Context: an optimization exercise on an open-source flow, tuned for small area. The choices shown serve that exercise and are no tape-out recipe.
The RTL was checked by simulation tests, not by an equivalence proof against the original design.
No driver is modelled on the clock port, so clocking that relies on it looks cheaper here than on a real chip.
No activity file was given, so power comes from the tool's default toggle rates.

### flow/design.v
package cp0_pkg;
  localparam logic [4:0] REG_COUNT   = 5'd9;
  localparam logic [4:0] REG_COMPARE = 5'd11;
  localparam logic [4:0] REG_STATUS  = 5'd12;
  localparam logic [4:0] REG_CAUSE   = 5'd13;
  localparam logic [4:0] REG_EPC     = 5'd14;
  typedef enum logic [4:0] {
    EXC_INT     = 5'd0,
    EXC_SYSCALL = 5'd8,
    EXC_BREAK   = 5'd9,
    EXC_TEQ     = 5'd13
  } exc_code_e;
  localparam int IE_BIT  = 0;
  localparam int IM_LSB  = 8;
  localparam int IP_LSB  = 8;
  localparam int EXC_LSB = 2;
endpackage
import cp0_pkg::*;
module cp0_timer
(
  input  logic        clk,
  input  logic        rst,
  input  logic        ena,
  input  logic        wr_en,
  input  logic [4:0]  addr,
  input  logic [31:0] data_in,
  output logic [31:0] count,
  output logic [31:0] compare,
  output logic        tick
);
  always_ff @(negedge clk or posedge rst) begin
    if (rst) begin
      count   <= '0;
      compare <= '0;
      tick    <= 1'b0;
    end else if (ena) begin
      if (wr_en && addr == REG_COUNT)
        count <= data_in;
      else
        count <= count + 32'd1;
      if (wr_en && addr == REG_COMPARE) begin
        compare <= data_in;
        tick    <= 1'b0;
      end else if (count == compare) begin
        tick    <= 1'b1;
      end
    end
  end
endmodule
import cp0_pkg::*;
module cp0_ao22 (input logic a1, a2, b1, b2, output logic y);
  assign y = (a1 & a2) | (b1 & b2);
endmodule
module cp0_aoi222 (input logic a1, a2, b1, b2, c1, c2, output logic y);
  assign y = ~((a1 & a2) | (b1 & b2) | (c1 & c2));
endmodule
module cp0_nand2 (input logic a, b, output logic y);
  assign y = ~(a & b);
endmodule
module cp0_nand3 (input logic a, b, c, output logic y);
  assign y = ~(a & b & c);
endmodule
module cp0_nand4 (input logic a, b, c, d, output logic y);
  assign y = ~(a & b & c & d);
endmodule
module cp0_or3 (input logic a, b, c, output logic y);
  assign y = a | b | c;
endmodule
module cp0_orsel #(parameter int N = 32) (
  input  logic [N-1:0] sel,
  input  logic [N-1:0] dat,
  output logic         y
);
  localparam int T = N / 3;           
  localparam int R = N % 3;           
  localparam int M = T + R;           
  logic [11:0] g;
  logic [2:0]  p;
  for (genvar i = 0; i < T; i++) begin : g_t
    cp0_aoi222 u (.a1(sel[3*i]),   .a2(dat[3*i]),
                  .b1(sel[3*i+1]), .b2(dat[3*i+1]),
                  .c1(sel[3*i+2]), .c2(dat[3*i+2]), .y(g[i]));
  end
  for (genvar i = 0; i < R; i++) begin : g_r
    cp0_nand2 u (.a(sel[3*T+i]), .b(dat[3*T+i]), .y(g[T+i]));
  end
  for (genvar i = M; i < 12; i++) begin : g_pad
    assign g[i] = 1'b1;
  end
  cp0_nand4 u_p0 (.a(g[0]), .b(g[1]), .c(g[2]),  .d(g[3]),  .y(p[0]));
  cp0_nand4 u_p1 (.a(g[4]), .b(g[5]), .c(g[6]),  .d(g[7]),  .y(p[1]));
  if (M == 12) begin : g_m12
    cp0_nand4 u_p2 (.a(g[8]), .b(g[9]), .c(g[10]), .d(g[11]), .y(p[2]));
  end else begin : g_m11
    cp0_nand3 u_p2 (.a(g[8]), .b(g[9]), .c(g[10]), .y(p[2]));
  end
  cp0_or3 u_o (.a(p[0]), .b(p[1]), .c(p[2]), .y(y));
endmodule
module cp0_exc_ctrl
#(
  parameter int          NUM_IRQ    = 6,
  parameter int          NEST_DEPTH = 3,
  parameter logic [31:0] EXC_VECTOR = 32'h00400004
) (
  input  logic               cp0_clk,
  input  logic               cp0_rst,
  input  logic               cp0_ena,
  input  logic               mfc0,
  input  logic               mtc0,
  input  logic               eret,
  input  logic               exc_req,
  input  logic [4:0]         exc_code,
  input  logic [31:0]        pc,
  input  logic [4:0]         addr,
  input  logic [31:0]        data_in,
  input  logic [NUM_IRQ-1:0] irq,
  output logic [31:0]        cp0_out,
  output logic [31:0]        pc_redirect,
  output logic               exc_take,
  output logic [2:0]         nest_lvl,
  output logic               nest_ovf
);
  logic [31:0] regs [32];
  logic [31:0] reg_v;
  logic [31:0] status;
  logic        status_v;
  logic [31:0] epc;
  logic        epc_v;
  logic [4:0]  excode;
  logic [NUM_IRQ-1:0] ip_q;
  logic [7:0]  ip;
  logic        trap;
  logic        irq_pend;
  logic        take;
  logic        full;
  logic        do_mtc0;
  logic        wr_en;
  logic        push;
  logic        pop;
  logic        wr_status;
  logic        wr_epc;
  function automatic logic is_trap(input logic [4:0] c);
    is_trap = (c == EXC_SYSCALL) ||
              (c == EXC_BREAK) ||
              (c == EXC_TEQ);
  endfunction
  logic [31:0] count;
  logic [31:0] compare;
  logic        tmr_tick;
  cp0_timer u_timer (
    .clk     (cp0_clk),
    .rst     (cp0_rst),
    .ena     (cp0_ena),
    .wr_en   (wr_en),
    .addr    (addr),
    .data_in (data_in),
    .count   (count),
    .compare (compare),
    .tick    (tmr_tick)
  );
  always_comb begin
    ip = '0;
    ip[NUM_IRQ-1:0] = ip_q;
    ip[7] = tmr_tick;
  end
  assign trap      = exc_req & is_trap(exc_code);
  assign irq_pend  = status_v & status[IE_BIT] &
                     (|(status[IM_LSB +: 8] & ip));
  assign take      = trap | irq_pend;
  assign full      = (nest_lvl == 3'(NEST_DEPTH));
  assign do_mtc0   = mtc0 & ~take & ~eret;
  assign wr_en     = cp0_ena & do_mtc0;
  assign push      = cp0_ena & take & ~full;
  assign pop       = cp0_ena & ~take & eret;
  assign wr_status = wr_en & (addr == REG_STATUS);
  assign wr_epc    = wr_en & (addr == REG_EPC);
  always_ff @(negedge cp0_clk or posedge cp0_rst) begin
    if (cp0_rst) begin
      status_v <= 1'b0;
      epc_v    <= 1'b0;
      excode   <= '0;
      ip_q     <= '0;
      nest_lvl <= '0;
      exc_take <= 1'b0;
      nest_ovf <= 1'b0;
    end else if (!cp0_ena) begin
      exc_take <= 1'b0;
    end else begin
      ip_q     <= irq;
      exc_take <= 1'b0;
      if (take) begin
        if (full) begin
          nest_ovf <= 1'b1;
        end else begin
          epc_v    <= 1'b1;
          excode   <= trap ? exc_code : 5'(EXC_INT);
          nest_lvl <= nest_lvl + 3'd1;
          exc_take <= 1'b1;
        end
      end else if (eret) begin
        if (nest_lvl != 3'd0)
          nest_lvl <= nest_lvl - 3'd1;
      end else if (do_mtc0) begin
        case (addr)
          REG_STATUS: begin
            status_v <= 1'b1;
            nest_ovf <= 1'b0;
          end
          REG_CAUSE: excode <= data_in[EXC_LSB +: 5];
          REG_EPC:   epc_v  <= 1'b1;
          default:   ;
        endcase
      end
    end
  end
  logic st_hold, epc_hold;
  assign st_hold  = status_v & ~push & ~pop & ~wr_status;
  assign epc_hold = epc_v & ~push & ~wr_epc;
  always_ff @(negedge cp0_clk) begin
    status <= ({32{push}}      & (status << 5)) |
              ({32{pop}}       & (status >> 5)) |
              ({32{wr_status}} & data_in) |
              ({32{st_hold}}   & status);
    epc    <= ({32{push &  trap}} & (pc + 32'd4)) |
              ({32{push & ~trap}} & pc) |
              ({32{wr_epc}}       & data_in) |
              ({32{epc_hold}}     & epc);
  end
  for (genvar i = 0; i < 32; i++) begin : g_reg
    if (i == REG_STATUS || i == REG_CAUSE || i == REG_EPC ||
        i == REG_COUNT || i == REG_COMPARE) begin : g_hw
      assign regs[i]  = '0;
      assign reg_v[i] = 1'b0;
    end else begin : g_st
      logic we_i, hold_i;
      assign we_i   = wr_en & (addr == 5'(i));
      assign hold_i = reg_v[i] & ~we_i;
      always_ff @(negedge cp0_clk or posedge cp0_rst) begin
        if (cp0_rst)
          reg_v[i] <= 1'b0;
        else if (we_i)
          reg_v[i] <= 1'b1;
      end
      logic [31:0] nxt_i;
      for (genvar b = 0; b < 32; b++) begin : g_b
        cp0_ao22 u_h (.a1(we_i), .a2(data_in[b]), .b1(hold_i), .b2(regs[i][b]),
                      .y(nxt_i[b]));
      end
      always_ff @(negedge cp0_clk)
        regs[i] <= nxt_i;
    end
  end
  logic        rd_en;
  logic [31:0] rsel;
  logic [31:0] cause;
  assign rd_en = mfc0 & cp0_ena;
  always_comb begin
    for (int k = 0; k < 32; k++)
      rsel[k] = rd_en & (addr == 5'(k)) & reg_v[k];
    rsel[REG_STATUS]  = rd_en & (addr == REG_STATUS) & status_v;
    rsel[REG_EPC]     = rd_en & (addr == REG_EPC) & epc_v;
    rsel[REG_CAUSE]   = rd_en & (addr == REG_CAUSE);
    rsel[REG_COUNT]   = rd_en & (addr == REG_COUNT);
    rsel[REG_COMPARE] = rd_en & (addr == REG_COMPARE);
    cause = '0;
    cause[IP_LSB +: 8]  = ip;
    cause[EXC_LSB +: 5] = excode;
  end
  for (genvar b = 0; b < 32; b++) begin : g_rd
    localparam bit HAS_CAUSE = (b == 15) || (b >= 8 && b <= 13) || (b >= 2 && b <= 6);
    localparam int N = HAS_CAUSE ? 32 : 31;
    logic [N-1:0] s, d;
    for (genvar k = 0; k < 32; k++) begin : g_k
      localparam int J = (HAS_CAUSE || k <= REG_CAUSE) ? k : k - 1;
      if (k == REG_STATUS) begin : g_st
        assign s[J] = rsel[k];
        assign d[J] = status[b];
      end else if (k == REG_EPC) begin : g_epc
        assign s[J] = rsel[k];
        assign d[J] = epc[b];
      end else if (k == REG_COUNT) begin : g_cnt
        assign s[J] = rsel[k];
        assign d[J] = count[b];
      end else if (k == REG_COMPARE) begin : g_cmp
        assign s[J] = rsel[k];
        assign d[J] = compare[b];
      end else if (k == REG_CAUSE) begin : g_cause
        if (HAS_CAUSE) begin : g_live
          assign s[J] = rsel[k];
          assign d[J] = cause[b];
        end
      end else begin : g_reg
        assign s[J] = rsel[k];
        assign d[J] = regs[k][b];
      end
    end
    cp0_orsel #(.N(N)) u_rd (.sel(s), .dat(d), .y(cp0_out[b]));
  end
  assign pc_redirect = (eret & cp0_ena) ? (epc_v ? epc : 32'h0) : EXC_VECTOR;
endmodule
### flow/flow/run.sh
#!/bin/bash
# Own layout flow:
#  2. the standard ORFS steps from floorplan on, with small port buffers,
#     clustered clock inverters (pre_cts.tcl) and CTS without dummy loads.
# Each tool's output goes to a log file of its own in this folder.
set -euo pipefail
W=$(pwd)

bash standard.sh synth > 1_standard_synth.log 2>&1

# our config: the standard flow's plus the layout options in flow/extra.mk
cp config.mk own_config.mk
cat $W/flow/extra.mk >> own_config.mk
echo "export PRE_CTS_TCL = $W/flow/pre_cts.tcl" >> own_config.mk
sed -e "s#DESIGN_CONFIG=[^ ]*#DESIGN_CONFIG=$W/own_config.mk#" standard.sh > own_standard.sh

bash own_standard.sh finish > 2_own_layout.log 2>&1
test -f out/final.def
### flow/flow/extra.mk
export BUFFER_PORTS_ARGS = -buffer_cell sky130_fd_sc_hd__buf_1
export CTS_ARGS = -clk_nets cp0_clk -sink_clustering_enable -repair_clock_nets -dont_use_dummy_load
export PC_CLUSTER = 10
### flow/flow/pre_cts.tcl
# The storage flip-flops clock on the falling edge through one inverter that
# synthesis puts on the clock. ORFS's repair_clock_inverters would clone that
# inverter once per flip-flop. Instead, split its loads into small placed
# clusters and give each cluster its own inverter next to it; CTS then buffers
# the clock to those inverters and to the other flip-flops.
proc repair_clock_inverters {args} {
  puts "pre_cts: repair_clock_inverters replaced by clustered inverters"
}

set pc_max  [expr {[info exists ::env(PC_CLUSTER)] ? $::env(PC_CLUSTER) : 10}]
set pc_cell [expr {[info exists ::env(PC_INV)] ? $::env(PC_INV) : "sky130_fd_sc_hd__clkinv_4"}]

set pc_block [ord::get_db_block]
set pc_db [ord::get_db]
set pc_master [$pc_db findMaster $pc_cell]
set pc_clk [$pc_block findNet cp0_clk]

proc pc_split {pts maxn} {
  set n [llength $pts]
  if {$n <= $maxn} { return [list $pts] }
  # split into ceil(n/maxn) clusters of near-equal size, two halves at a time
  set k [expr {($n + $maxn - 1) / $maxn}]
  set k1 [expr {$k / 2}]
  set h [expr {($n * $k1 + $k / 2) / $k}]
  set xs {}; set ys {}
  foreach p $pts { lappend xs [lindex $p 0]; lappend ys [lindex $p 1] }
  set xs [lsort -integer $xs]; set ys [lsort -integer $ys]
  set dx [expr {[lindex $xs end] - [lindex $xs 0]}]
  set dy [expr {[lindex $ys end] - [lindex $ys 0]}]
  set c [expr {$dx >= $dy ? 0 : 1}]
  set s [lsort -integer -index $c $pts]
  return [concat [pc_split [lrange $s 0 [expr {$h - 1}]] $maxn] \
                 [pc_split [lrange $s $h end] $maxn]]
}

set pc_invs {}
foreach it [$pc_clk getITerms] {
  set inst [$it getInst]
  set mname [[$inst getMaster] getName]
  if {[string match "*__inv_*" $mname] || [string match "*__clkinv_*" $mname]} {
    lappend pc_invs $inst
  }
}

set pc_k 0
foreach inv $pc_invs {
  set yt [$inv findITerm Y]
  set onet [$yt getNet]
  set pts {}
  foreach s [$onet getITerms] {
    if {[$s isOutputSignal]} { continue }
    set si [$s getInst]
    set bb [$si getBBox]
    lappend pts [list [expr {([$bb xMin] + [$bb xMax]) / 2}] [expr {([$bb yMin] + [$bb yMax]) / 2}] $s]
  }
  puts "pre_cts: inverter [$inv getName] drives [llength $pts] sinks"
  foreach cl [pc_split $pts $pc_max] {
    set sx 0; set sy 0
    foreach p $cl { incr sx [lindex $p 0]; incr sy [lindex $p 1] }
    set cx [expr {$sx / [llength $cl]}]
    set cy [expr {$sy / [llength $cl]}]
    set ni [odb::dbInst_create $pc_block $pc_master "clkinv_cl_$pc_k"]
    set nn [odb::dbNet_create $pc_block "clkinv_cl_net_$pc_k"]
    $nn setSigType CLOCK
    [$ni findITerm A] connect $pc_clk
    [$ni findITerm Y] connect $nn
    foreach p $cl {
      set s [lindex $p 2]
      $s disconnect
      $s connect $nn
    }
    $ni setLocation $cx $cy
    $ni setPlacementStatus PLACED
    incr pc_k
  }
  $yt disconnect
  [$inv findITerm A] disconnect
  odb::dbInst_destroy $inv
  odb::dbNet_destroy $onet
}
puts "pre_cts: created $pc_k clustered clock inverters"
detailed_placement
### flow/standard.sh
#!/bin/bash
# synth_recipe.tcl (not shown) runs the flow's synth.tcl, then flattens the netlist and writes it again
# the make line also repeats each setting of config.mk as NAME=value (left out here)
make -C /OpenROAD-flow-scripts/flow DESIGN_CONFIG=/design/flow/config.mk WORK_HOME=/design/flow/orfs CLKGATE_MAP_FILE= SYNTH_SCRIPT=/design/flow/synth_recipe.tcl "${@:-finish}"
### flow/config.mk
export PLATFORM = sky130hd
export DESIGN_NAME = cp0_exc_ctrl
export DESIGN_NICKNAME = cp0_exc_ctrl
export VERILOG_FILES = /design/flow/design.v
export SDC_FILE = /design/flow/constraint.sdc
export NUM_CORES = 4
export LEC_CHECK = 0
export CAP_MARGIN = 20
export CORE_MARGIN = 2
export CORE_UTILIZATION = 40
export SLEW_MARGIN = 20
export SYNTH_HIERARCHICAL = 1
### flow/constraint.sdc
create_clock -name core_clock -period 14.0 [get_ports {cp0_clk}]
set_input_delay 2.8000 -clock core_clock [delete_from_list [all_inputs] [get_ports {cp0_clk}]]
set_output_delay 2.8000 -clock core_clock [all_outputs]
set_load 0.01 [all_outputs]
==> flow_summary.toml, run 1 <==
[outcome]
run_status = "timing/DRC/antenna clean"

[grt]
grt.total_usage_pct = 30.6
grt_pass1_vias = 31700
grt_start_max_net_pins = 66
overflow = 0
grt_pass1_wl_mm = 227
antenna_found_initial = 17

[floorplan]
placementRows = 113
die_area_mm2 = 0.0989
start_util_pct = 40.5
die_y_um = 315
ios = 156
core_area_mm2 = 0.0953
die_w_um = 315

[cells_and_area]
stdcell_count = 4896
seq_area_mm2 = 0.0213
fillers = 8916
syn_to_final_growth_pct = 12.9
fin_nets = 3720
multi_input_area_mm2 = 0.0170
utilization_pct = 45.7
drive_gt1_share_pct = 11.3

[cts]
cts_resized = 0
numCtsBuffers = 41
post-cts-setup-buffer-count = 0
ctsHoldBuffers = 0
clk_pin_slew_worst_paths_ns = 0.04
clk_latency_ns = 0.68
cts_tree = "yes"

[worst_setup_path]
slowest_delay_ns = 0.59
cp_top_family = "simple AND/OR/NAND/NOR gates"
critPathSlowestCell = "or3_1"
crit_path_end_kind = "output pin"
cp_max_fo = 17
crit_required_ns = 11.20
worstPathArrival_ns = 10.64
critPathLaunchType = "flip-flop"
crit_buf_inv = 2
worstSetupPathType = "reg -> out"
path_cells = "and3_1, buf_4, a222oi_1, nand4_1, or3_1, buf_1"

[pwr]
p_per_area_mw_per_mm2 = 126
p_leak_uw = 0.0167
power_uw = 5470
ir_drop_v = 0.0000979

[route]
viasPerCell = 6.95
vias = 34000
ant_nets = 0
wl_mm = 156
drtIter0Drc = 5584
dr.pass1.iters = 10
wl_per_cell_um = 31.9
drc = 0

[placed_design]
gp_congestion = 0.898
dp.cells = 4760
dp_hpwl_mm = 97.1
portBuffers = 155

[timing]
worst_pin_slew_ns = 1.22
skew_ns = 0.114
finalSetupTns_ns = 0
slew_headroom_pct = 18.9
finalSetupViolations = 0
finalHoldViolations = 0
drv_slew = 0
rsz0062_at_grt = "no"
whs_ns = 0.423

[synth]
ys.flop_type = "dfxtp_1"
ys_ff_latch = 1038
yosys_warnings = 30
async_reset_ff_share_pct = 10.6
ys_seq_area_share_pct = 55.3
syn-num-nets = 3357
syn_area_per_cell_um2 = 11.8
ys_types = 72
netlist_area_mm2 = 0.0386
syn_inst = 3267
synth_edf_count = 0

[run]
maxCapViolations = 0

[min_path]
hp-class = "reg -> reg"
[power by group]
| group | total [uW] | switching [uW] | internal (uW) |
|---|---|---|---|
| combinational | 489 | 368 | 120 |
| clock | 1890 | 1230 | 662 |
| sequential | 3100 | 79.2 | 3020 |
| total | 5470 | 1670 | 3800 |
[Yosys cell counts, drive strengths merged, types with 8 or more instances]
library cell	count	area (um^2)
a21o	19	143
a21oi	44	220
a221o	35	350
a222oi	321	3210
a22o	888	7780
a22oi	31	233
and2	46	288
and3	42	263
buf	20	125
clkbuf	44	165
dfrtn	110	2750
dfxtp	928	18600
inv	23	88.8
mux2	39	443
nand2	122	460
nand2b	15	93.8
nand3	54	270
nand4	97	607
nor2	84	330
nor2b	25	156
nor3	25	125
nor4	14	109
o21a	8	60.1
o21ai	50	250
o22ai	8	50.1
or2	15	93.9
or3	40	250
xnor2	11	96.3
xor2	50	438
[layout by cell type (no fill, tap or decap), types with 15 or more instances in the layout]
| cell type | netlist | layout |
|---|---|---|
| and3_1 | 42 | 41 |
| dfrtn_1 | 110 | 110 |
| nand2b_1 | 15 | 15 |
| inv_1 | 21 | 18 |
| a221o_1 | 35 | 35 |
| o21ai_0 | 49 | 49 |
| xor2_1 | 50 | 50 |
| or3_1 | 40 | 40 |
| nor3_1 | 25 | 20 |
| a22oi_1 | 31 | 31 |
| nor2_1 | 80 | 63 |
| buf_1 | 2 | 122 |
| a22o_1 | 888 | 888 |
| a21oi_1 | 44 | 44 |
| nand2_1 | 121 | 121 |
| nor2b_1 | 25 | 17 |
| dfxtp_1 | 928 | 928 |
| clkinv_4 | 0 | 93 |
| clkbuf_2 | 0 | 32 |
| a21o_1 | 19 | 19 |
| buf_4 | 1 | 136 |
| a222oi_1 | 321 | 321 |
| clkbuf_16 | 0 | 41 |
| nor2_2 | 3 | 16 |
| and2_1 | 46 | 46 |
| nand4_1 | 97 | 97 |
| mux2_2 | 38 | 38 |
| nand3_1 | 54 | 54 |
[Yosys stat by module, one instance, submodules excluded, excerpt]
module | cell area (um^2) | flops+latches | cells | times used
cp0_timer | 3630 | 65 | 383 | 1
cp0_or3 | 6.26 | 0 | 1 | 32
cp0_nand4 | 6.26 | 0 | 1 | 76
cp0_exc_ctrl | 23200 | 973 | 1528 | 1
cp0_nand3 | 5.00 | 0 | 1 | 20
cp0_nand2 | 3.75 | 0 | 1 | 44
cp0_ao22 | 8.76 | 0 | 1 | 864
[registers in the layout, indices dropped and copies added (netlist names)]
name and cells:
regs 864, epc 32, status 32, u_timer.compare 32, u_timer.count 32, reg_v 27
ip_q 6, excode 5, nest_lvl 3, epc_v 1, exc_take 1, nest_ovf 1
status_v 1, u_timer.tick 1
[logic make-up after synthesis]
| family | Yosys count | synth area share, % |
|---|---|---|
| buffers and inverters | 87 | 0.983 |
| AOI/OAI and AO/OA | 1445 | 32.8 |
| and+or+nand+nor | 594 | 8.26 |
| DFF | 1038 | 55.3 |
| xor gates and xnor gates | 61 | 1.39 |
| adders and majority gates | 3 | 0.117 |
| muxes | 39 | 1.15 |
[worst reg2reg max path: cells and delay by family (launching register included)]
kind            cells  cell delay, ns
flops               1            0.39
compound gates      2            0.87
simple gates        7            2.13
buf+inv             2            0.40
[metal layers]
metal | global-route usage [%] | share of wire (%) | up-vias | wire length [um]
li1 | - | - | 14500 | -
met5 | 0 | 0.037 | - | 57
met3 | 6.23 | 11 | 354 | 17000
met1 | 43.4 | 42 | 17000 | 65000
met2 | 44.9 | 43 | 2142 | 66600
met4 | 13.1 | 4.8 | 10 | 7430
[worst paths after layout]
check,start,end,slack (ns),cells after the start
worst max-delay path,reg_v[2]$_DFFE_NP0P_,cp0_out[18],0.56,6
worst max register to register,status[13]$_DFF_N_,u_timer.count[31]$_DFFE_NP0P_,9.98,11
max in group asynchronous,cp0_rst,u_timer.count[10]$_DFFE_NP0P_,3.64,3
min in group asynchronous,cp0_rst,u_timer.compare[18]$_DFFE_NP0P_,9.38,2
worst min-delay path,reg_v[6]$_DFFE_NP0P_,reg_v[6]$_DFFE_NP0P_,0.42,1
worst min register to register,reg_v[6]$_DFFE_NP0P_,reg_v[6]$_DFFE_NP0P_,0.42,1
[stage by stage]
step	area, um^2	setup WS [ns]
global placement	41700	1.02
CTS	43500	0.694
finish	43600	0.562
detailed placement	41700	0.940
global route	43600	0.516
floorplan	38600	0.791
[cell type report]
cell class / count / share of cell area, %
flip-flops and latches: 1038 / 49.0
diodes: 3 / 0.0172
multi-input cells: 2142 / 39.1
well taps: 1265 / 3.63
repair buffers: 292 / 3.82
inverters: 115 / 2.07
==> run 2, diff against run 1 <==
--- a/flow/design.v
+++ b/flow/design.v
@@ -28,20 +28,28 @@
   output logic [31:0] compare,
   output logic        tick
 );
+  logic        wr_count;
+  logic        wr_compare;
+  logic [32:0] carry;
+  logic [31:0] count_inc;
+  assign wr_count   = wr_en & (addr == REG_COUNT);
+  assign wr_compare = wr_en & (addr == REG_COMPARE);
+  assign carry[0] = ena;
+  for (genvar b = 0; b < 32; b++) begin : g_inc
+    assign count_inc[b] = count[b] ^ carry[b];
+    assign carry[b+1]   = count[b] & carry[b];
+  end
   always_ff @(negedge clk or posedge rst) begin
     if (rst) begin
       count   <= '0;
       compare <= '0;
       tick    <= 1'b0;
-    end else if (ena) begin
-      if (wr_en && addr == REG_COUNT)
-        count <= data_in;
-      else
-        count <= count + 32'd1;
-      if (wr_en && addr == REG_COMPARE) begin
+    end else begin
+      count <= wr_count ? data_in : count_inc;
+      if (wr_compare) begin
         compare <= data_in;
         tick    <= 1'b0;
-      end else if (count == compare) begin
+      end else if (ena && count == compare) begin
         tick    <= 1'b1;
       end
     end
@@ -51,6 +59,9 @@
 module cp0_ao22 (input logic a1, a2, b1, b2, output logic y);
   assign y = (a1 & a2) | (b1 & b2);
 endmodule
+module cp0_oai22 (input logic a1, a2, b1, b2, output logic y);
+  assign y = ~((a1 | a2) & (b1 | b2));
+endmodule
 module cp0_aoi222 (input logic a1, a2, b1, b2, c1, c2, output logic y);
   assign y = ~((a1 & a2) | (b1 & b2) | (c1 & c2));
 endmodule
@@ -66,35 +77,49 @@
 module cp0_or3 (input logic a, b, c, output logic y);
   assign y = a | b | c;
 endmodule
-module cp0_orsel #(parameter int N = 32) (
-  input  logic [N-1:0] sel,
-  input  logic [N-1:0] dat,
-  output logic         y
+module cp0_orsel27 (
+  input  logic [26:0] sel,
+  input  logic [26:0] dat,
+  output logic [2:0]  p
 );
-  localparam int T = N / 3;           
-  localparam int R = N % 3;           
-  localparam int M = T + R;           
-  logic [11:0] g;
-  logic [2:0]  p;
-  for (genvar i = 0; i < T; i++) begin : g_t
+  logic [8:0] g;
+  for (genvar i = 0; i < 9; i++) begin : g_t
     cp0_aoi222 u (.a1(sel[3*i]),   .a2(dat[3*i]),
                   .b1(sel[3*i+1]), .b2(dat[3*i+1]),
                   .c1(sel[3*i+2]), .c2(dat[3*i+2]), .y(g[i]));
   end
-  for (genvar i = 0; i < R; i++) begin : g_r
-    cp0_nand2 u (.a(sel[3*T+i]), .b(dat[3*T+i]), .y(g[T+i]));
+  for (genvar i = 0; i < 3; i++) begin : g_p
+    cp0_nand3 u (.a(g[3*i]), .b(g[3*i+1]), .c(g[3*i+2]), .y(p[i]));
   end
-  for (genvar i = M; i < 12; i++) begin : g_pad
-    assign g[i] = 1'b1;
-  end
-  cp0_nand4 u_p0 (.a(g[0]), .b(g[1]), .c(g[2]),  .d(g[3]),  .y(p[0]));
-  cp0_nand4 u_p1 (.a(g[4]), .b(g[5]), .c(g[6]),  .d(g[7]),  .y(p[1]));
-  if (M == 12) begin : g_m12
-    cp0_nand4 u_p2 (.a(g[8]), .b(g[9]), .c(g[10]), .d(g[11]), .y(p[2]));
-  end else begin : g_m11
-    cp0_nand3 u_p2 (.a(g[8]), .b(g[9]), .c(g[10]), .y(p[2]));
+endmodule
+module cp0_rdbit #(parameter int NH = 4) (
+  input  logic [2:0]    pst,
+  input  logic          flip,
+  input  logic [NH-1:0] hsel,
+  input  logic [NH-1:0] hdat,
+  output logic          y
+);
+  logic st, stn;
+  logic [1:0] gh;
+  logic       gx;
+  cp0_or3   u_or (.a(pst[0]), .b(pst[1]), .c(pst[2]), .y(st));
+  cp0_xnor2 u_x  (.a(st), .b(flip), .y(stn));
+  cp0_aoi222 u_h0 (.a1(hsel[0]), .a2(hdat[0]), .b1(hsel[1]), .b2(hdat[1]),
+                   .c1(hsel[2]), .c2(hdat[2]), .y(gh[0]));
+  if (NH == 4) begin : g_h4
+    cp0_nand2 u_h1 (.a(hsel[3]), .b(hdat[3]), .y(gh[1]));
+    cp0_nand3 u_o  (.a(stn), .b(gh[0]), .c(gh[1]), .y(y));
+  end else begin : g_h5
+    cp0_nand2 u_h1 (.a(hsel[3]), .b(hdat[3]), .y(gh[1]));
+    cp0_nand2 u_h2 (.a(hsel[4]), .b(hdat[4]), .y(gx));
+    cp0_nand4 u_o  (.a(stn), .b(gh[0]), .c(gh[1]), .d(gx), .y(y));
   end
-  cp0_or3 u_o (.a(p[0]), .b(p[1]), .c(p[2]), .y(y));
+endmodule
+module cp0_xnor2 (input logic a, b, output logic y);
+  assign y = ~(a ^ b);
+endmodule
+module cp0_xor2 (input logic a, b, output logic y);
+  assign y = a ^ b;
 endmodule
 module cp0_exc_ctrl
 #(
@@ -226,15 +251,26 @@
               ({32{wr_epc}}       & data_in) |
               ({32{epc_hold}}     & epc);
   end
+  logic        phase;
+  logic [31:0] wdata;
+  always_ff @(negedge cp0_clk or posedge cp0_rst) begin
+    if (cp0_rst)
+      phase <= 1'b0;
+    else
+      phase <= ~phase;
+  end
+  for (genvar b = 0; b < 32; b++) begin : g_wd
+    cp0_xor2 u_x (.a(data_in[b]), .b(phase), .y(wdata[b]));
+  end
   for (genvar i = 0; i < 32; i++) begin : g_reg
     if (i == REG_STATUS || i == REG_CAUSE || i == REG_EPC ||
         i == REG_COUNT || i == REG_COMPARE) begin : g_hw
       assign regs[i]  = '0;
       assign reg_v[i] = 1'b0;
     end else begin : g_st
-      logic we_i, hold_i;
-      assign we_i   = wr_en & (addr == 5'(i));
-      assign hold_i = reg_v[i] & ~we_i;
+      logic we_i, wen_i;
+      assign we_i  = wr_en & (addr == 5'(i));
+      assign wen_i = ~we_i;
       always_ff @(negedge cp0_clk or posedge cp0_rst) begin
         if (cp0_rst)
           reg_v[i] <= 1'b0;
@@ -243,8 +279,8 @@
       end
       logic [31:0] nxt_i;
       for (genvar b = 0; b < 32; b++) begin : g_b
-        cp0_ao22 u_h (.a1(we_i), .a2(data_in[b]), .b1(hold_i), .b2(regs[i][b]),
-                      .y(nxt_i[b]));
+        cp0_oai22 u_h (.a1(regs[i][b]), .a2(we_i), .b1(wen_i), .b2(wdata[b]),
+                       .y(nxt_i[b]));
       end
       always_ff @(negedge cp0_clk)
         regs[i] <= nxt_i;
@@ -266,35 +302,43 @@
     cause[IP_LSB +: 8]  = ip;
     cause[EXC_LSB +: 5] = excode;
   end
+  function automatic int st_index(input int j);
+    int k, n;
+    n = 0;
+    st_index = 0;
+    for (k = 0; k < 32; k++) begin
+      if (!(k == REG_STATUS || k == REG_CAUSE || k == REG_EPC ||
+            k == REG_COUNT || k == REG_COMPARE)) begin
+        if (n == j) st_index = k;
+        n++;
+      end
+    end
+  endfunction
+  logic [26:0] ssel;
+  logic        flip;
+  for (genvar j = 0; j < 27; j++) begin : g_ss
+    assign ssel[j] = rsel[st_index(j)];
+  end
+  assign flip = phase & (|ssel);
   for (genvar b = 0; b < 32; b++) begin : g_rd
     localparam bit HAS_CAUSE = (b == 15) || (b >= 8 && b <= 13) || (b >= 2 && b <= 6);
-    localparam int N = HAS_CAUSE ? 32 : 31;
-    logic [N-1:0] s, d;
-    for (genvar k = 0; k < 32; k++) begin : g_k
-      localparam int J = (HAS_CAUSE || k <= REG_CAUSE) ? k : k - 1;
-      if (k == REG_STATUS) begin : g_st
-        assign s[J] = rsel[k];
-        assign d[J] = status[b];
-      end else if (k == REG_EPC) begin : g_epc
-        assign s[J] = rsel[k];
-        assign d[J] = epc[b];
-      end else if (k == REG_COUNT) begin : g_cnt
-        assign s[J] = rsel[k];
-        assign d[J] = count[b];
-      end else if (k == REG_COMPARE) begin : g_cmp
-        assign s[J] = rsel[k];
-        assign d[J] = compare[b];
-      end else if (k == REG_CAUSE) begin : g_cause
-        if (HAS_CAUSE) begin : g_live
-          assign s[J] = rsel[k];
-          assign d[J] = cause[b];
-        end
-      end else begin : g_reg
-        assign s[J] = rsel[k];
-        assign d[J] = regs[k][b];
-      end
+    localparam int NH = HAS_CAUSE ? 5 : 4;
+    logic [26:0] sd;
+    logic [2:0]  pst;
+    logic [NH-1:0] hs, hd;
+    for (genvar j = 0; j < 27; j++) begin : g_sd
+      assign sd[j] = regs[st_index(j)][b];
+    end
+    assign hs[0] = rsel[REG_STATUS];  assign hd[0] = status[b];
+    assign hs[1] = rsel[REG_EPC];     assign hd[1] = epc[b];
+    assign hs[2] = rsel[REG_COUNT];   assign hd[2] = count[b];
+    assign hs[3] = rsel[REG_COMPARE]; assign hd[3] = compare[b];
+    if (HAS_CAUSE) begin : g_c
+      assign hs[4] = rsel[REG_CAUSE]; assign hd[4] = cause[b];
     end
-    cp0_orsel #(.N(N)) u_rd (.sel(s), .dat(d), .y(cp0_out[b]));
+    cp0_orsel27 u_st (.sel(ssel), .dat(sd), .p(pst));
+    cp0_rdbit #(.NH(NH)) u_rd (.pst(pst), .flip(flip), .hsel(hs), .hdat(hd),
+                               .y(cp0_out[b]));
   end
   assign pc_redirect = (eret & cp0_ena) ? (epc_v ? epc : 32'h0) : EXC_VECTOR;
 endmodule
==> run 2 against run 1 <==
Now fails the layout checks on negative setup slack. Power up 7.7%. Global-route usage is 0.75 points lower. First-iteration DRC count down 1.9%. Synthesized cell count down 1.4%. Via count down 2.1%. Critical path depth up 27. Final area is 2.6% lower. Die area shrank 4.0%. Synthesized area is 4.1% lower. Critical path type is now in -> reg.
==> flow_summary.toml, run 2 <==
[placed_design]
dp.cells = 4653
portBuffers = 155
dp_hpwl_mm = 94.0
gp_congestion = 0.969

[route]
dr.pass1.iters = 7
vias = 33300
wl_mm = 147
ant_nets = 0
drtIter0Drc = 5477
wl_per_cell_um = 30.7
drc = 0
viasPerCell = 6.95

[floorplan]
die_area_mm2 = 0.0949
start_util_pct = 40.4
die_y_um = 308
ios = 156
placementRows = 111
die_w_um = 308
core_area_mm2 = 0.0917

[pwr]
p_leak_uw = 0.0161
p_per_area_mw_per_mm2 = 139
ir_drop_v = 0.0000804
power_uw = 5900

[worst_setup_path]
worstPathArrival_ns = 8.04
critPathSlowestCell = "mux2_4"
crit_buf_inv = 1
cp_common_cell = "ha_4"
slowest_delay_ns = 0.25
cp_max_fo = 2
crit_path_end_kind = "flip-flop"
cp_top_family = "adder cells"
worstSetupPathType = "in -> reg"
critPathLaunchType = "input pin"
crit_required_ns = 7.43
ff2ff_setup_slack_ns = 8.28

[timing]
skew_ns = 0.124
finalHoldViolations = 0
drv_slew = 0
slew_headroom_pct = 26.8
worst_pin_slew_ns = 1.09
finalWorstSetupSlack_ns = -0.613
rsz0062_at_grt = "yes"
finalSetupViolations = 5

[grt]
overflow = 0
grt_start_max_net_pins = 47
grt_pass1_wl_mm = 213
antenna_found_initial = 20
grt_pass1_vias = 30600
grt.total_usage_pct = 29.8

[cts]
cts_tree = "yes"
post-cts-setup-buffer-count = 0
clk_latency_ns = 0.68
numCtsBuffers = 39
clk_pin_slew_worst_paths_ns = 0.05
ctsHoldBuffers = 0

[cells_and_area]
final_cell_mix = "dfxtp_1, o22ai_1, a222oi_1"
fin_nets = 3720
largest_register_ffs = 864
syn_to_final_growth_pct = 14.6
multi_input_area_mm2 = 0.0159
stdcell_count = 4790
final_common_cell = "dfxtp_1"
largest_register = "regs"
fillers = 8658
drive_gt1_share_pct = 12.6
seq_area_mm2 = 0.0214

[synth]
syn_inst = 3221
ys_ff_latch = 1039
yosys_warnings = 30
synth_edf_count = 0
syn-num-nets = 3341
netlist_area_mm2 = 0.0370
ys.flop_type = "dfxtp_1"
synth.area.top_cells = "dfxtp_1, o22ai_1, a222oi_1, dfrtn_1, nand3_1"
yosys.area.top_type = "dfxtp_1"
yosysMostFrequentCell = "dfxtp_1"
yosys.area.top_type_share_pct = 50.2
async_reset_ff_share_pct = 10.7
synth_top_cells_by_count = "dfxtp_1, o22ai_1, a222oi_1, nand3_1, nand2_1"
ys_seq_area_share_pct = 57.7
ys_types = 69
syn_area_per_cell_um2 = 11.5

[min_path]
hp-class = "reg -> reg"

[run]
maxCapViolations = 0

[outcome]
so_faults = "negative setup slack"
run_status = "failed layout checks"
run 2: final cells by class:
cell class	count	share of cell area, %
antenna	6	0.0354
inverter	133	2.28
multi-input combinational	2082	37.4
sequential	1039	50.4
tap	1186	3.50
timing repair buffer	305	4.13
run 2: worst register-to-register path: cells and delay by family (launching register included):
family     cells  cell delay, ns
fa+ha+maj     31            4.90
flops          1            0.41
mux            1            0.25
run 2: final timing paths:
check                                      startpoint                        endpoint  cells past startpoint
max                                           cp0_ena     u_timer.count[30]$_DFF_NP0_                     33
min                                   phase$_DFF_NP0_                 phase$_DFF_NP0_                      1
max reg2reg                u_timer.count[0]$_DFF_NP0_     u_timer.count[30]$_DFF_NP0_                     32
min reg2reg                           phase$_DFF_NP0_                 phase$_DFF_NP0_                      1
max in group asynchronous                     cp0_rst     u_timer.count[26]$_DFF_NP0_                      3
min in group asynchronous                     cp0_rst  u_timer.compare[8]$_DFFE_NP0P_                      2
run 2: metrics by stage:
| stage | instance area [um^2] | setup TNS, ns | hold WS, ns | setup WS [ns] | util [%] |
|---|---|---|---|---|---|
| floorplan | 37400 | -4.03 | 0.395 | -0.913 | - |
| global placement | 40600 | -7.27 | 0.372 | -1.29 | 44.3 |
| detailed placement | 40600 | -7.30 | 0.380 | -1.30 | 44.3 |
| CTS | 42400 | -1.96 | 0.381 | -0.597 | 46.2 |
| global route | 42400 | -2.46 | 0.401 | -0.692 | 46.2 |
| finish | 42400 | -2.04 | 0.383 | -0.613 | 46.3 |
run 2: modules after synthesis (local to each module, per instance), a selection:
| module | cells | flops+latches | cell area (um^2) | copies in the design |
|---|---|---|---|---|
| cp0_nand2 | 1 | 0 | 3.75 | 44 |
| cp0_aoi222 | 1 | 0 | 10.0 | 320 |
| cp0_xor2 | 1 | 0 | 8.76 | 32 |
| cp0_xnor2 | 1 | 0 | 8.76 | 32 |
| cp0_oai22 | 1 | 0 | 6.26 | 864 |
| cp0_nand4 | 1 | 0 | 6.26 | 12 |
| cp0_timer | 217 | 65 | 3340 | 1 |
| cp0_or3 | 1 | 0 | 6.26 | 32 |
| cp0_exc_ctrl | 1552 | 974 | 23500 | 1 |
| cp0_nand3 | 1 | 0 | 5.00 | 116 |
run 2: layer usage:
layer  vias up  GRT usage, %  part of all wire [%]
li1      14400             -                     -
met1     16800          40.8                    41
met2      1871          43.5                    43
met3       312          8.32                    12
met4        14          13.5                   4.5
met5         -             0                 0.061
run 2: logic make-up after synthesis:
| family | Yosys count | synth area share (%) |
|---|---|---|
| XOR/XNOR | 114 | 2.70 |
| multiplexers | 78 | 2.66 |
| buffers and inverters | 100 | 1.34 |
| adder cells (fa/ha/maj) | 33 | 1.14 |
| AND/OR/NAND/NOR | 509 | 7.53 |
| AO/OA/AOI/OAI | 1348 | 26.9 |
| flip-flops | 1039 | 57.7 |
run 2: what timing repair did:
| item | CTS | global route |
|---|---|---|
| gates resized for setup | 6 | 0 |
| setup endpoints to repair | 6 | 6 |
| hold endpoints to repair | 0 | 0 |
| pin swaps | 1 | 0 |
run 2: power by group:
part	switching, uW	total, uW	internal, uW
logic	283	530	247
clock network	1220	1860	638
registers	212	3510	3300
==> run 3, diff against run 2 <==
--- a/flow/design.v
+++ b/flow/design.v
@@ -34,7 +34,7 @@
   logic [31:0] count_inc;
   assign wr_count   = wr_en & (addr == REG_COUNT);
   assign wr_compare = wr_en & (addr == REG_COMPARE);
-  assign carry[0] = ena;
+  assign carry[0] = 1'b1;
   for (genvar b = 0; b < 32; b++) begin : g_inc
     assign count_inc[b] = count[b] ^ carry[b];
     assign carry[b+1]   = count[b] & carry[b];
@@ -45,7 +45,10 @@
       compare <= '0;
       tick    <= 1'b0;
     end else begin
-      count <= wr_count ? data_in : count_inc;
+      if (wr_count)
+        count <= data_in;
+      else if (ena)
+        count <= count_inc;
       if (wr_compare) begin
         compare <= data_in;
         tick    <= 1'b0;
==> run 3 against run 2 <==
Now clean on timing, DRC and antenna. Via count rose by 1.6%. Register-to-register slack got worse by 1.0 ns. Core utilization fell by 0.10 points. Critical path depth fell by 26.
==> flow_summary.toml, run 3 <==
[floorplan]
die_w_um = 309
ios = 156
placementRows = 111
core_area_mm2 = 0.0919
die_y_um = 309
start_util_pct = 40.5
die_area_mm2 = 0.0955

[cts]
numCtsBuffers = 42
post-cts-setup-buffer-count = 0
clk_latency_ns = 0.68
clk_pin_slew_worst_paths_ns = 0.05
ctsHoldBuffers = 0
cts_resized = 0
cts_tree = "yes"

[outcome]
run_status = "timing/DRC/antenna clean"

[grt]
grt.total_usage_pct = 30.5
grt_pass1_vias = 31800
grt_pass1_wl_mm = 220
overflow = 0
grt_start_max_net_pins = 65
antenna_found_initial = 12

[worst_setup_path]
crit_required_ns = 11.20
cp_common_cell = "nand3_1"
crit_buf_inv = 1
worstSetupPathType = "reg -> out"
worstPathArrival_ns = 10.79
crit_start = "reg_v[17]$_DFFE_NP0P_"
rr_worst_depth = 33
r2r-start = "u_timer.count[0]$_DFFE_NP0P_"
ff2ff_setup_slack_ns = 7.24
cp.depth = 7
slowest_delay_ns = 0.90
cp_top_family = "simple AND/OR/NAND/NOR gates"
cp_max_fo = 16
critPathSlowestCell = "a222oi_1"
reg2reg_to = "u_timer.count[31]$_DFFE_NP0P_"
crit_path_end_kind = "output pin"
critPathLaunchType = "flip-flop"
crit_end = "cp0_out[20]"
path_cells = "and3_1, a222oi_1, nand3_1, or3_1, xnor2_1, nand3_1, buf_1"

[synth]
yosys.area.top_type = "dfxtp_1"
synth_edf_count = 0
yosysMostFrequentCell = "dfxtp_1"
synth_top_cells_by_count = "dfxtp_1, o22ai_1, a222oi_1, nand2_1, nand3_1"
netlist_area_mm2 = 0.0372
ys.flop_type = "dfxtp_1"
yosys_warnings = 30
ys_seq_area_share_pct = 57.4
syn_area_per_cell_um2 = 11.3
yosys.area.top_type_share_pct = 49.9
syn_inst = 3291
ys_ff_latch = 1039
synth.area.top_cells = "dfxtp_1, o22ai_1, a222oi_1, dfrtn_1, nand3_1"
async_reset_ff_share_pct = 10.7
syn-num-nets = 3410
ys_types = 71

[route]
viasPerCell = 6.88
drtIter0Drc = 5612
wl_per_cell_um = 30.7
vias = 33800
drc = 0
dr.pass1.iters = 8
wl_mm = 151
ant_nets = 0

[timing]
skew_ns = 0.116
drv_slew = 0
whs_ns = 0.397
worst_pin_slew_ns = 1.13
slew_headroom_pct = 24.1
finalSetupViolations = 0
finalHoldViolations = 0
rsz0062_at_grt = "no"
finalSetupTns_ns = 0

[cells_and_area]
final_common_cell = "dfxtp_1"
largest_register = "regs"
largest_register_ffs = 864
final_cell_mix = "dfxtp_1, o22ai_1, a222oi_1"
drive_gt1_share_pct = 11.0
fin_nets = 3790
syn_to_final_growth_pct = 14.0
fillers = 8710

[pwr]
p_leak_uw = 0.0163
ir_drop_v = 0.0000732
p_per_area_mw_per_mm2 = 141

[min_path]
hp-class = "reg -> reg"
whs_path_depth = 1
min_from = "phase$_DFF_NP0_"

[placed_design]
dp_hpwl_mm = 98.2
gp_congestion = 0.962
portBuffers = 155

[run]
maxCapViolations = 0
## run 3: cell types whose count changed after synthesis, moves of 3 or more
cell      delta
buf_2        +8
mux2_2      -29
nand2_1     +33
o21ai_0     +32
clkbuf_8     -3
mux2i_1     +30
## run 3: Yosys stat by module (local to each module, per instance), excerpt
module | times used | cells inside
cp0_nand2 | 44 | 1
cp0_nand4 | 12 | 1
cp0_xnor2 | 32 | 1
cp0_timer | 1 | 287
cp0_xor2 | 32 | 1
cp0_or3 | 32 | 1
cp0_nand3 | 116 | 1
cp0_oai22 | 864 | 1
## run 3: metal layers
metal	wire length (um)	share of wire (%)	up-vias	GRT usage, %
met3	16200	11	363	6.04
met1	60800	40	16700	41.8
li1	-	-	14600	-
met5	55	0.036	-	0
met4	8360	5.5	10	14.7
met2	65300	43	2112	46.0
## run 3: power breakdown
group / total [uW] / internal [uW] / switching, uW
clock network: 1900 / 675 / 1220
logic: 565 / 256 / 310
registers: 3540 / 3310 / 228
total: 6000 / 4240 / 1760
## run 3: worst min path at each step
stage	endpoint	slack [ns]
6_report	phase$_DFF_NP0_	0.40
5_1_grt	phase$_DFF_NP0_	0.41
4_1_cts	phase$_DFF_NP0_	0.40
3_5_place_dp	phase$_DFF_NP0_	0.40
3_3_place_gp	phase$_DFF_NP0_	0.39
2_1_floorplan	reg_v[15]$_DFFE_NP0P_	0.40
## run 3: worst reg2reg max path, delay by kind of cell (launching register included)
kind	cells	cell delay, ns
AND/OR/NAND/NOR	1	0.08
XOR/XNOR	1	0.15
flip-flops	1	0.41
AO/OA/AOI/OAI	1	0.08
adder cells (fa/ha/maj)	30	5.87
## run 3: area by class of cell
type	count	area [um^2]	share of cell area, %
tap	1243	1560	3.66
sequential	1039	21400	50.3
inverter	133	965	2.27
timing repair buffer	310	1810	4.26
antenna	5	12.5	0.0295
multi-input combinational	2145	15700	37.0
## run 3: logic make-up after synthesis
| logic type | after synthesis | synth area share (%) |
|---|---|---|
| AO/OA/AOI/OAI | 1379 | 27.1 |
| multiplexers | 77 | 2.49 |
| XOR/XNOR | 115 | 2.71 |
| buffers and inverters | 107 | 1.36 |
| adder cells (fa/ha/maj) | 32 | 1.10 |
| AND/OR/NAND/NOR | 542 | 7.84 |
| flip-flops | 1039 | 57.4 |
## run 3: through the flow
stage / worst slack [ns] / total power, uW / utilization [%] / cells / cell area [um^2]
6_report: 0.407 / 6000 / 46.2 / 4917 / 42400
5_1_grt: 0.459 / 6230 / 46.2 / 4915 / 42400
4_1_cts: 0.503 / 5990 / 46.1 / 4912 / 42400
3_5_place_dp: 1.09 / 4540 / 44.1 / 4778 / 40500
3_3_place_gp: 1.10 / 4520 / 44.1 / 4778 / 40500
2_1_floorplan: 0.458 / 4310 / - / 3291 / 37200
==> run 4, diff against run 3 <==
--- a/flow/design.v
+++ b/flow/design.v
@@ -36,7 +36,7 @@
   assign wr_compare = wr_en & (addr == REG_COMPARE);
   assign carry[0] = 1'b1;
   for (genvar b = 0; b < 32; b++) begin : g_inc
-    assign count_inc[b] = count[b] ^ carry[b];
+    assign count_inc[b] = count[b] ^ (carry[b] & ena);
     assign carry[b+1]   = count[b] & carry[b];
   end
   always_ff @(negedge clk or posedge rst) begin
@@ -45,10 +45,7 @@
       compare <= '0;
       tick    <= 1'b0;
     end else begin
-      if (wr_count)
-        count <= data_in;
-      else if (ena)
-        count <= count_inc;
+      count <= wr_count ? data_in : count_inc;
       if (wr_compare) begin
         compare <= data_in;
         tick    <= 1'b0;
--- a/flow/config.mk
+++ b/flow/config.mk
@@ -5,8 +5,8 @@
 export SDC_FILE = /design/flow/constraint.sdc
 export NUM_CORES = 4
 export LEC_CHECK = 0
-export CAP_MARGIN = 20
+export CAP_MARGIN = 0
 export CORE_MARGIN = 2
 export CORE_UTILIZATION = 40
-export SLEW_MARGIN = 20
+export SLEW_MARGIN = 0
 export SYNTH_HIERARCHICAL = 1
==> run 4 against run 3 <==
Still clean on timing, DRC and antenna. Global-route usage is 0.58 points higher. Combinational power is 8.1% lower. Wire length is 1.5% higher. Sequential share of layout area is 0.34 points higher. Clock power hardly changed. Critical path type unchanged. Critical endpoint is now cp0_out[14]. Highest routed layer unchanged.
==> flow_summary.toml, run 4 <==
[synth]
yosys_warnings = 30
ys_seq_area_share_pct = 57.8
yosys.area.top_type = "dfxtp_1"
ys_types = 70
ys.flop_type = "dfxtp_1"
synth_top_cells_by_count = "dfxtp_1, o22ai_1, a222oi_1, nand2_1, nand3_1"
async_reset_ff_share_pct = 10.7
synth_edf_count = 0
netlist_area_mm2 = 0.0370
synth.area.top_cells = "dfxtp_1, o22ai_1, a222oi_1, dfrtn_1, nand3_1"
syn_area_per_cell_um2 = 11.2
syn_inst = 3313
syn-num-nets = 3403
ys_ff_latch = 1039
yosysMostFrequentCell = "dfxtp_1"
yosys.area.top_type_share_pct = 50.3

[route]
ant_nets = 0
drc = 0
wl_mm = 153
drtIter0Drc = 6019
viasPerCell = 7.01
vias = 34300
dr.pass1.iters = 13
wl_per_cell_um = 31.3

[cells_and_area]
largest_register_ffs = 864
final_common_cell = "dfxtp_1"
drive_gt1_share_pct = 11.0
fin_nets = 3791
final_cell_mix = "dfxtp_1, o22ai_1, a222oi_1"
largest_register = "regs"
syn_to_final_growth_pct = 14.0
fillers = 8689

[pwr]
p_per_area_mw_per_mm2 = 141
power_uw = 5950
p_int_uw = 4210
combPwrFrac_pct = 8.7
sw_frac_of_total_pct = 29.4
p_leak_uw = 0.0159
ir_drop_v = 0.0000858
power_frac_seq_pct = 59.3
pwr-share-clk_pct = 32.0
p_sw_uw = 1750

[grt]
overflow = 0
antenna_found_initial = 11
grt_start_max_net_pins = 66
grt_pass1_vias = 32100
grt.total_usage_pct = 31.1
grt_pass1_wl_mm = 222

[min_path]
hp-class = "reg -> reg"

[timing]
finalWorstSetupSlack_ns = 0.337
drv_slew = 0
skew_ns = 0.117
finalHoldViolations = 0
worst_pin_slew_ns = 1.22
finalSetupViolations = 0
slew_headroom_pct = 18.6
whs_ns = 0.401
finalSetupTns_ns = 0
rsz0062_at_grt = "no"

[worst_setup_path]
crit_buf_inv = 2
worstSetupPathType = "reg -> out"
cp_max_fo = 16
cp_top_family = "simple AND/OR/NAND/NOR gates"
worstPathArrival_ns = 10.86
crit_path_end_kind = "output pin"
path_cells = "and3_1, buf_4, a222oi_1, nand3_1, or3_1, xnor2_1, nand3_1, buf_1"
cp_common_cell = "nand3_1"
crit_required_ns = 11.20
slowest_delay_ns = 0.58
critPathSlowestCell = "or3_1"
critPathLaunchType = "flip-flop"

[floorplan]
die_w_um = 308
start_util_pct = 40.3
core_area_mm2 = 0.0917
die_area_mm2 = 0.0948
placementRows = 111
die_y_um = 308
ios = 156

[run]
maxCapViolations = 0

[placed_design]
post-place-ws_ns = 1.11
gp_congestion = 0.971
portBuffers = 155
dp_hpwl_mm = 99.4

[cts]
ctsHoldBuffers = 0
cts_resized = 0
post-cts-setup-buffer-count = 0
cts_tree = "yes"
clk_latency_ns = 0.67
numCtsBuffers = 42
clk_pin_slew_worst_paths_ns = 0.05

[outcome]
run_status = "timing/DRC/antenna clean"
==> run 4: path summary, 6_finish.rpt <==
| path | from | end | slack (ns) | depth (start not counted) |
|---|---|---|---|---|
| setup / recovery | reg_v[19]$_DFFE_NP0P_ | cp0_out[14] | 0.34 | 8 |
| hold / removal | phase$_DFF_NP0_ | phase$_DFF_NP0_ | 0.40 | 1 |
| setup reg to reg | status[13]$_DFF_N_ | u_timer.count[17]$_DFF_NP0_ | 10.23 | 9 |
| hold reg to reg | phase$_DFF_NP0_ | phase$_DFF_NP0_ | 0.40 | 1 |
| max in group asynchronous | cp0_rst | u_timer.compare[25]$_DFFE_NP0P_ | 3.94 | 3 |
| min in group asynchronous | cp0_rst | ip_q[4]$_DFFE_NP0P_ | 9.40 | 3 |
==> run 4: power by group through the flow <==
| stage | Clock, uW | Combinational (uW) | Sequential [uW] |
|---|---|---|---|
| 6_report | 1910 | 519 | 3530 |
| 5_1_grt | 2050 | 559 | 3560 |
| 4_1_cts | 1920 | 509 | 3520 |
| 3_5_place_dp | 400 | 508 | 3580 |
| 3_3_place_gp | 400 | 493 | 3580 |
| 2_1_floorplan | 400 | 355 | 3510 |
==> run 4: kinds of logic (layout without fill, tap and decap cells) <==
| family | after synthesis | after routing | share of synthesized area (%) |
|---|---|---|---|
| other | 0 | 7 | 0 |
| AO/OA/AOI/OAI | 1380 | 1380 | 27.4 |
| multiplexers | 48 | 48 | 1.44 |
| buffers and inverters | 109 | 495 | 1.29 |
| adder cells (fa/ha/maj) | 3 | 3 | 0.122 |
| AND/OR/NAND/NOR | 593 | 593 | 8.66 |
| XOR/XNOR | 141 | 141 | 3.34 |
| flip-flops | 1039 | 1039 | 57.8 |
==> run 4: final cells by class <==
cell class / instances / area, um^2 / share of cell area, %
Multi-Input combinational cell: 2165 / 15400 / 36.6
Tap cell: 1186 / 1480 / 3.52
Inverter: 136 / 976 / 2.32
Timing Repair Buffer: 317 / 1840 / 4.35
Antenna cell: 7 / 17.5 / 0.0416
Sequential cell: 1039 / 21400 / 50.7
==> run 4: layer usage <==
metal	vias up	global-route usage, %	share of wire (%)
li1	14700	-	-
met1	17000	42.2	40
met2	2243	46.5	43
met3	375	7.32	11
met4	14	15.2	5.1
met5	-	0	0.054
==> run 4: metrics by stage <==
stage                     instance area, um^2  instances  utilization (%)
after floorplan                         37000       3313                -
after global placement                  40300       4751             43.9
after detailed placement                40300       4751             43.9
after CTS                               42100       4885             46.0
after global routing                    42100       4887             46.0
final                                   42100       4892             46.0
==> run 4: modules after synthesis (local to each module, per instance), excerpt <==
module | cells inside | flops+latches
cp0_exc_ctrl | 1552 | 974
cp0_xor2 | 1 | 0
cp0_xnor2 | 1 | 0
cp0_or3 | 1 | 0
cp0_oai22 | 1 | 0
cp0_nand3 | 1 | 0
cp0_nand2 | 1 | 0
==> run 5, diff against run 4 <==
==> flow/flow/extra.mk (replaced) <==
export BUFFER_PORTS_ARGS = -buffer_cell sky130_fd_sc_hd__buf_1
export CTS_ARGS = -clk_nets cp0_clk -sink_clustering_enable -sink_clustering_size 15 -sink_clustering_max_diameter 70 -repair_clock_nets -dont_use_dummy_load
export PC_CLUSTER = 10
==> run 5 against run 4 <==
Setup slack improved by 0.047 ns. First-iteration DRC count grew 2.3%. Combinational power hardly changed. Still clean. Critical path type unchanged. Register-to-register slack improved by 0.03 ns. Clock skew increased by 0.010 ns. Critical endpoint is now cp0_out[28].
==> flow_summary.toml, run 5 <==
[synth]
ys_ff_latch = 1039
ys.flop_type = "dfxtp_1"
netlist_area_mm2 = 0.0370
async_reset_ff_share_pct = 10.7
yosys_warnings = 30
yosys.area.top_type = "dfxtp_1"
synth_top_cells_by_count = "dfxtp_1, o22ai_1, a222oi_1, nand2_1, nand3_1"
synth_edf_count = 0
yosys.area.top_type_share_pct = 50.3
ys_seq_area_share_pct = 57.8
syn-num-nets = 3403
syn_inst = 3313
syn_area_per_cell_um2 = 11.2
yosysMostFrequentCell = "dfxtp_1"
ys_types = 70
synth.area.top_cells = "dfxtp_1, o22ai_1, a222oi_1, dfrtn_1, nand3_1"

[min_path]
hp-class = "reg -> reg"
min_from = "phase$_DFF_NP0_"
whs_path_depth = 1

[placed_design]
dp_hpwl_mm = 99.4
portBuffers = 155
dpl_cell_area_mm2 = 0.0403
gp_congestion = 0.971
post-place-ws_ns = 1.11

[worst_setup_path]
cp_max_fo = 13
worstSetupPathType = "reg -> out"
crit_path_end_kind = "output pin"
worstPathArrival_ns = 10.82
crit_required_ns = 11.20
r2r-start = "status[13]$_DFF_N_"
critPathLaunchType = "flip-flop"
rr_worst_depth = 9
crit_start = "reg_v[20]$_DFFE_NP0P_"

[cells_and_area]
seq_area_mm2 = 0.0214
fin_nets = 3785
final_common_cell = "dfxtp_1"
final_cell_mix = "dfxtp_1, o22ai_1, a222oi_1"
fillers = 8701
largest_register = "regs"
largest_register_ffs = 864
syn_to_final_growth_pct = 13.7
drive_gt1_share_pct = 10.8
final_area_mm2 = 0.0420
multi_input_area_mm2 = 0.0154

[timing]
finalSetupTns_ns = 0
finalHoldViolations = 0
rsz0062_at_grt = "no"
drv_slew = 0
slew_headroom_pct = 16.6
finalWorstSetupSlack_ns = 0.384
finalSetupViolations = 0
skew_ns = 0.127
worst_pin_slew_ns = 1.25

[grt]
grt_pass1_wl_mm = 222
grt_pass1_vias = 32100
grt_start_max_net_pins = 66
overflow = 0
grt.total_usage_pct = 31.1
antenna_found_initial = 19

[cts]
ctsHoldBuffers = 0
numCtsBuffers = 36
post-cts-setup-buffer-count = 0
cts_resized = 0
clk_pin_slew_worst_paths_ns = 0.06
cts_tree = "yes"
clk_latency_ns = 0.69

[route]
viasPerCell = 6.97
ant_nets = 0
wl_per_cell_um = 31.2
drc = 0
vias = 34100
wl_mm = 153
dr.pass1.iters = 8
drtIter0Drc = 6160

[pwr]
p_leak_uw = 0.0158
p_per_area_mw_per_mm2 = 139
power_uw = 5860
ir_drop_v = 0.0000797

[outcome]
run_status = "timing/DRC/antenna clean"

[floorplan]
die_w_um = 308
start_util_pct = 40.3
ios = 156
core_area_mm2 = 0.0917
placementRows = 111
die_y_um = 308
die_area_mm2 = 0.0948

[run]
maxCapViolations = 0
run 5: kinds of logic (layout without fill, tap and decap cells):
group,after synthesis,in the layout,synth area share (%)
xor+xnor,141,141,3.34
flops,1039,1039,57.8
compound gates,1380,1380,27.4
buf+inv,109,489,1.29
other cells,0,10,0
fa+ha+maj,3,3,0.122
mux,48,48,1.44
simple gates,593,593,8.66
run 5: area by class of cell:
class | instances | area share, %
timing repair buffer | 317 | 4.37
antenna | 10 | 0.0596
sequential | 1039 | 50.8
multi-input combinational | 2165 | 36.7
tap | 1186 | 3.53
inverter | 136 | 2.32
run 5: modules after synthesis (local to each module, per instance), a selection:
| module | flops+latches | cell area [um^2] | cells inside | copies in the design |
|---|---|---|---|---|
| cp0_exc_ctrl | 974 | 23500 | 1552 | 1 |
| cp0_timer | 65 | 3310 | 309 | 1 |
| cp0_aoi222 | 0 | 10.0 | 1 | 320 |
| cp0_xnor2 | 0 | 8.76 | 1 | 32 |
| cp0_xor2 | 0 | 8.76 | 1 | 32 |
| cp0_nand4 | 0 | 6.26 | 1 | 12 |
| cp0_oai22 | 0 | 6.26 | 1 | 864 |
| cp0_or3 | 0 | 6.26 | 1 | 32 |
| cp0_nand3 | 0 | 5.00 | 1 | 116 |
| cp0_nand2 | 0 | 3.75 | 1 | 44 |
run 5: critical path, stage by stage, from the launching register on:
cell and delay, ns:
dfrtn_1 0.37, and3_1 0.44, buf_4 0.35, a222oi_1 0.38, nand3_1 0.42, or3_1 0.53
xnor2_1 0.40, nand3_1 0.17, buf_1 0.18
run 5: worst paths after layout:
path / to / slack (ns)
setup / recovery: cp0_out[28] / 0.38
hold / removal: phase$_DFF_NP0_ / 0.40
setup reg to reg: u_timer.count[21]$_DFF_NP0_ / 10.26
hold reg to reg: phase$_DFF_NP0_ / 0.40
max in group asynchronous: u_timer.count[29]$_DFF_NP0_ / 3.90
min in group asynchronous: ip_q[4]$_DFFE_NP0P_ / 9.41
run 5: stage by stage:
stage          hold WS [ns]  cells  util, %
6_report              0.397   4889     45.8
5_1_grt               0.414   4881     45.8
4_1_cts               0.404   4879     45.8
3_5_place_dp          0.403   4751     43.9
3_3_place_gp          0.390   4751     43.9
2_1_floorplan         0.395   3313        -
run 5: report_power, final:
part	total [uW]	internal [uW]	switching [uW]
logic	518	235	283
clock network	1810	601	1210
registers	3530	3300	232
total	5860	4130	1730
run 5: layer usage:
metal  up-vias  GRT usage (%)  routed length, um
met3       353           7.41              17900
met4        18           14.7               7470
met5         -              0                122
met1     16900           42.2              61300
met2      2178           46.7              66000
li1      14700              -                  -
